This is an optimization exercise on Yosys and OpenROAD, whose aim is small area, a short achievable clock period and few clock cycles, not a production implementation.
The RTL was checked by simulation tests, not by an equivalence proof against the original design.
Power is estimated from default activity; no workload was simulated.

## alpha
==> module execAlu, before the edit <==
module execAlu
(
	input  execPkg::word_t    op1_i,
	input  execPkg::word_t    op2_i,
	input  execPkg::aluFunc_t func_i,
	input  logic     carry_i,
	output execPkg::aluRes_t  res_o
);
	localparam int W = 16;
	logic   negA;
	logic   useB;
	logic   invB;
	logic   cyIn;
	logic   invCy;   
	logic   isArith;
	logic   isShl2;
	logic [3:0] tt;  
	execPkg::word_t  x;
	execPkg::word_t  y;
	execPkg::word_t  p;
	execPkg::word_t  g;
	execPkg::word_t  lg;
	logic [W:0] c;   
	logic [3:0] f;
	always_comb
	begin
		f       = func_i;
		isArith = (f == execPkg::ALU_ADD) || (f == execPkg::ALU_ADC) || (f == execPkg::ALU_SBB) ||
		          (f == execPkg::ALU_SUB) || (f == execPkg::ALU_CMP) || (f == execPkg::ALU_INC) ||
		          (f == execPkg::ALU_DEC) || (f == execPkg::ALU_NEG);
		isShl2  = (f == execPkg::ALU_SHL2);
		useB    = !f[3];                 
		invB    = f[0] && !(f[3] && f[1]);  
		negA    = f[3] && f[1];          
		invCy   = f[0];                  
		if (f[3])
			cyIn = !f[0] || f[1];        
		else if (f[2])
			cyIn = 1'b1;                 
		else
			cyIn = f[1] && (carry_i ^ f[0]);  
		case (f)
			execPkg::ALU_OR:    tt = 4'b1110;
			execPkg::ALU_AND,
			execPkg::ALU_TEST:  tt = 4'b1000;
			execPkg::ALU_XOR:   tt = 4'b0110;
			execPkg::ALU_NOT:   tt = 4'b0011;
			execPkg::ALU_PASS1: tt = 4'b1100;
			execPkg::ALU_PASS2: tt = 4'b1010;
			default:   tt = 4'b0000;
		endcase
	end
	always_comb
	begin
		logic [W-1:0] gg;
		logic [W-1:0] pp;
		logic [W-1:0] gn;
		logic [W-1:0] pn;
		x  = op1_i ^ {W{negA}};
		y  = (op2_i & {W{useB}}) ^ {W{invB}};
		p  = x ^ y;
		g  = x & y;
		gg = g;
		pp = p;
		for (int d = 1; d < W; d = d * 2)
		begin
			gn = gg;
			pn = pp;
			for (int i = 0; i < W; i++)
			begin
				if ((i / d) % 2 == 1)
				begin
					gn[i] = gg[i] | (pp[i] & gg[(i / d) * d - 1]);
					pn[i] = pp[i] & pp[(i / d) * d - 1];
				end
			end
			gg = gn;
			pp = pn;
		end
		c = {gg | (pp & {W{cyIn}}), cyIn};
	end
	always_comb
	begin
		for (int i = 0; i < W; i++)
			lg[i] = tt[{op1_i[i], op2_i[i]}];
		res_o = '0;
		if (isArith)
			res_o = {c[W] ^ invCy, p ^ c[W-1:0]};
		else if (isShl2)
			res_o = {op2_i[W-2:0], 2'b00};  
		else
			res_o = {1'b0, lg};
	end
endmodule
==> flow/config.mk <==
export PLATFORM = sky130hd
export DESIGN_NAME = execUnit
export DESIGN_NICKNAME = execUnit
export VERILOG_FILES = /design/flow/design.v
export SDC_FILE = /design/flow/constraint.sdc
export NUM_CORES = 4
export LEC_CHECK = 0
export ABC_AREA = 1
export CAP_MARGIN = 20
export CORE_MARGIN = 2
export CORE_UTILIZATION = 55
export SETUP_SLACK_MARGIN = 1.5
export SLEW_MARGIN = 20
==> flow/constraint.sdc <==
create_clock -name core_clock -period 6.0 [get_ports {iClk}]
set_input_delay 1.2000 -clock core_clock [delete_from_list [all_inputs] [get_ports {iClk}]]
set_output_delay 1.2000 -clock core_clock [all_outputs]
set_load 0.01 [all_outputs]
standard.sh (not shown) runs the stock make flow with config.mk's settings and CLKGATE_MAP_FILE= SYNTH_SCRIPT=/design/flow/synth_recipe.tcl, a recipe that flattens the netlist after the stock synthesis.
==> flow/flow/run.sh <==
#!/bin/bash
# The standard layout (the standard.sh: standard synthesis, floorplan, power grid, taps,
# placement, CTS, routing), with one change: the buffers that placement puts on every input and
# output port are sky130_fd_sc_hd__buf_1 instead of the resizer's default pick (a delay cell,
# clkdlybuf4s50_1). Every port still gets its own buffer. The full output of make and the tools
# goes to standard_flow.log here; ORFS also keeps each step's log under orfs/logs/.
set -euo pipefail
export BUFFER_PORTS_ARGS="-buffer_cell sky130_fd_sc_hd__buf_1"
bash standard.sh > standard_flow.log 2>&1
Testbench counts of alpha, summed over its fixed seeds: cycles 52,440.
Input changes introduced in beta (baseline for comparison: alpha):
-- flow/design.v --
<<< alpha, line 81
			gn = gg;
			pn = pp;
			for (int i = 0; i < W; i++)
			begin
				if ((i / d) % 2 == 1)
				begin
					gn[i] = gg[i] | (pp[i] & gg[(i / d) * d - 1]);
					pn[i] = pp[i] & pp[(i / d) * d - 1];
				end
			end
			gg = gn;
>>> beta, line 81
			gn = gg;
			pn = pp;
			for (int i = d; i < W; i++)
			begin
				gn[i] = gg[i] | (pp[i] & gg[i-d]);
				pn[i] = pp[i] & pp[i-d];
			end
			gg = gn;
### Flow results
beta vs. alpha: simple-gate area share of the yosys netlist went down; design area down about 1.8%; non-filler instance count after layout held; net count reported at finish lower; post-cts sizing count went up.
Between beta and alpha, the global-route wire length before repair is lower for beta.
The met2 global-route usage of beta is lower than that of alpha.
Lower global router's overall resource usage was reported by beta, not alpha.
As far as number of buffers created by CTS goes, alpha and beta are indistinguishable; the numbers are identical.
beta closes out successfully: all stages finished, all timing, DRC and antenna checks passed.
| setup slack after layout | beta vs alpha | better |
Diff alpha..beta | number of sequential cells in the layout | unchanged
beta vs alpha: number of standard cells after synthesis up
The overall die area in beta was higher than what alpha gave.
Testbench counts of beta, summed over its fixed seeds: cycles 52,440.

---

Another version of the RTL of execUnit (not shown whole).
For scale: roughly 2000 cells after synthesis, roughly 11000 um^2 of cells after synthesis.
==> module execUnit, before the edit <==
module execUnit
(
	input  logic     iClk,
	input  logic     rstN_i,
	input  execPkg::execOp_t  exec_i,
	input  execPkg::aluFunc_t func_i,    
	input  logic     bw_i,
	input  execPkg::opSel_t   selIn1_i,
	input  execPkg::opSel_t   selIn2_i,
	input  execPkg::word_t    rf1_i,
	input  execPkg::word_t    rf2_i,
	input  execPkg::word_t    mem_i,
	input  execPkg::word_t    imm1_i,
	input  execPkg::word_t    imm2_i,
	input  execPkg::word_t    dx_i,
	input  logic     carry_i,
	input  logic     stall_i,
	output execPkg::word_t    result_o,
	output logic     isZero_o,
	output logic     carry_o,
	output logic     overflow_o,
	output logic     stallD_o,
	output logic     divErr_o
);
	execPkg::word_t   op1;
	execPkg::word_t   op2;
	execPkg::aluRes_t aluRes;
	execPkg::word_t   shRes;
	logic    shCarry;
	logic    shOvf;
	logic    divOvf;
	execPkg::word_t   divisorIn;
	execPkg::word_t   remLoad;
	execPkg::word_t   resLoad;
	execPkg::word_t   stepRem;
	execPkg::word_t   stepQuot;
	logic    idle;
	logic    divStart;
	logic    divStep;
	logic    lastStep;
	execPkg::word_t   resultQ;     
	execPkg::word_t   remQ;        
	execPkg::word_t   divisorQ;
	logic    carryQ;
	logic    ovfQ;
	logic    stallDQ;
	logic    divErrQ;
	logic    divBwQ;
	always_comb
	begin
		case (selIn1_i)
			execPkg::OPSEL_RF:  op1 = rf1_i;
			execPkg::OPSEL_MEM: op1 = mem_i;
			execPkg::OPSEL_IMM: op1 = imm2_i;   
			default:   op1 = execPkg::word_t'(2);
		endcase
		case (selIn2_i)
			execPkg::OPSEL_RF:  op2 = rf2_i;
			execPkg::OPSEL_MEM: op2 = mem_i;
			execPkg::OPSEL_IMM: op2 = imm1_i;
			default:   op2 = execPkg::word_t'(2);
		endcase
	end
	assign idle     = !stallDQ;
	assign divStart = (exec_i == execPkg::EXEC_DIV) && idle;
	assign divStep  = stallDQ && !stall_i;
	execAlu uAlu (.op1_i(op1), .op2_i(op2), .func_i(func_i), .carry_i(carry_i), .res_o(aluRes));
	execShifter uShifter
	(
		.data_i(op1), .amount_i(rf2_i[5-1:0]), .func_i(execPkg::shFunc_t'(func_i[2:0])),
		.bw_i(bw_i), .carry_i(carry_i), .res_o(shRes), .carry_o(shCarry), .overflow_o(shOvf)
	);
	divCtrl uDivCtrl
	(
		.bw_i(bw_i), .op1_i(op1), .op2_i(op2), .dx_i(dx_i), .ovf_o(divOvf), .divisor_o(divisorIn),
		.remLoad_o(remLoad), .resLoad_o(resLoad)
	);
	divStepCounter uDivCnt
	(
		.iClk(iClk), .load_i(divStart), .bw_i(bw_i), .step_i(divStep), .lastStep_o(lastStep)
	);
	divDatapath uDivData
	(
		.bw_i(divBwQ), .last_i(lastStep), .rem_i(remQ), .quot_i(resultQ), .divisor_i(divisorQ), .rem_o(stepRem),
		.quot_o(stepQuot)
	);
	always_ff @(posedge iClk)
	begin
		if (divStart)
		begin
			divisorQ <= divisorIn;
			divBwQ   <= bw_i;
		end
	end
	execPkg::word_t resultD;
	execPkg::word_t remD;
	logic    carryD;
	logic    ovfD;
	logic    stallDD;
	always_comb
	begin
		resultD = resultQ;
		remD    = remQ;
		carryD  = carryQ;
		ovfD    = ovfQ;
		stallDD = stallDQ;
		if (stallDQ)
		begin
			if (!stall_i)
			begin
				resultD = stepQuot;
				remD    = stepRem;
				stallDD = !lastStep;
			end
		end
		else
		begin
			case (exec_i)
				execPkg::EXEC_ALU:
				begin
					resultD = aluRes[16-1:0];
					carryD  = aluRes[16];
					ovfD    = 1'b0;
				end
				execPkg::EXEC_SHIFT:
				begin
					resultD = shRes;
					carryD  = shCarry;
					ovfD    = shOvf;
				end
				execPkg::EXEC_DIV:
				begin
					resultD = resLoad;
					remD    = remLoad;
					stallDD = !divOvf;
				end
				execPkg::EXEC_REMAINDER: resultD = remQ;
				default: ;
			endcase
		end
	end
	always_ff @(posedge iClk or negedge rstN_i)
	begin
		if (!rstN_i)
		begin
			resultQ <= '0;
			remQ    <= '0;
			carryQ  <= 1'b0;
			ovfQ    <= 1'b0;
			stallDQ <= 1'b0;
			divErrQ <= 1'b0;
		end
		else
		begin
			resultQ <= resultD;
			remQ    <= remD;
			carryQ  <= carryD;
			ovfQ    <= ovfD;
			stallDQ <= stallDD;
			divErrQ <= divStart && divOvf;  
		end
	end
	assign result_o   = resultQ;
	assign isZero_o   = (resultQ == '0);
	assign carry_o    = carryQ;
	assign overflow_o = ovfQ;
	assign stallD_o   = stallDQ;
	assign divErr_o   = divErrQ;
endmodule
clock: 6.0 ns
lec_check: 0
abc_area: 1
cap_margin: 20
core_margin: 2
core_utilization: 55
setup_slack_margin: 1.5
slew_margin: 20
Scripts as last shown in full above: flow/flow/run.sh
The baseline passed the timing, DRC and antenna checks.
Testbench counts at the start, summed over its fixed seeds: cycles 52,440.
Then changed:
--- a/flow/design.v
+++ b/flow/design.v
@@ -428,24 +428,30 @@
 		end
 	end
 	execPkg::word_t resultD;
+	execPkg::word_t resultRest;  
 	execPkg::word_t remD;
 	logic    carryD;
+	logic    carryRest;
 	logic    ovfD;
 	logic    stallDD;
+	logic    aluSel;
+	logic    shSel;
 	always_comb
 	begin
-		resultD = resultQ;
-		remD    = remQ;
-		carryD  = carryQ;
-		ovfD    = ovfQ;
-		stallDD = stallDQ;
+		resultRest = resultQ;
+		remD       = remQ;
+		carryRest  = carryQ;
+		ovfD       = ovfQ;
+		stallDD    = stallDQ;
+		aluSel     = 1'b0;
+		shSel      = 1'b0;
 		if (stallDQ)
 		begin
 			if (!stall_i)
 			begin
-				resultD = stepQuot;
-				remD    = stepRem;
-				stallDD = !lastStep;
+				resultRest = stepQuot;
+				remD       = stepRem;
+				stallDD    = !lastStep;
 			end
 		end
 		else
@@ -453,26 +459,31 @@
 			case (exec_i)
 				execPkg::EXEC_ALU:
 				begin
-					resultD = aluRes[16-1:0];
-					carryD  = aluRes[16];
-					ovfD    = 1'b0;
+					resultRest = '0;
+					carryRest  = 1'b0;
+					ovfD       = 1'b0;
+					aluSel     = 1'b1;
 				end
 				execPkg::EXEC_SHIFT:
 				begin
-					resultD = shRes;
-					carryD  = shCarry;
-					ovfD    = shOvf;
+					resultRest = '0;
+					carryRest  = 1'b0;
+					ovfD       = shOvf;
+					shSel      = 1'b1;
 				end
 				execPkg::EXEC_DIV:
 				begin
-					resultD = resLoad;
-					remD    = remLoad;
-					stallDD = !divOvf;
+					resultRest = resLoad;
+					remD       = remLoad;
+					stallDD    = !divOvf;
 				end
-				execPkg::EXEC_REMAINDER: resultD = remQ;
+				execPkg::EXEC_REMAINDER: resultRest = remQ;
 				default: ;
 			endcase
 		end
+		resultD = resultRest | (aluRes[16-1:0] & {16{aluSel}}) |
+		          (shRes & {16{shSel}});
+		carryD  = carryRest | (aluRes[16] & aluSel) | (shCarry & shSel);
 	end
 	always_ff @(posedge iClk or negedge rstN_i)
 	begin
Global-route usage fell by 3.5 points.
Worst hold slack is better by 0.044 ns.
Area after synthesis grows by a few percent.
Cell area shrinks by a few percent.
Clock power went up slightly.
Sequential share of layout area grows by 0.42 points.
Routed wire length is lower by a little under a tenth.
Critical path depth fell by 5.
Die area went up by a few percent.
Setup slack is better by 0.064 ns.
Testbench counts after the change, summed over its fixed seeds: cycles 52,440.

-- separate check: timing with driven ports --
No port has a modelled driver above. Below, the same layouts with a new extraction and two added sets of constraints.
Step 1 sets driving cells, clkbuf_16 on the clock port and buf_2 on the other inputs (assumed; they add their load-dependent delay and slew).
Step 2 adds t to the input delays and takes it off the output delays; t is the mean of the earliest and latest rising clock arrival at the registers after step 1. Input paths then give back, and output paths get back, about the clock's delay inside the block.
a / b / c = ideal ports / drivers / drivers and shift; a / b = the first two.
run	t, ns	slack for setup (ns)	worst setup path at the end	clock arrival spread, ns	worst register clock-pin slew, ns
alpha	0.345	1.621 / 1.626 / 1.281	input to register	0.007 / 0.007	0.08 / 0.08
beta	0.340	1.702 / 1.702 / 1.395	input to register	0.011 / 0.012	0.08 / 0.08
the first run of note 2	0.352	1.557 / 1.584 / 1.231	input to register	0.011 / 0.011	0.09 / 0.09
the second run of note 2	0.350	1.621 / 1.645 / 1.296	input to register	0.017 / 0.017	0.09 / 0.09
After both steps setup and hold are still met in every run listed. The setup slack of alpha, which loses most, moves by +0.005 ns with the drivers and by -0.340 ns with both steps.
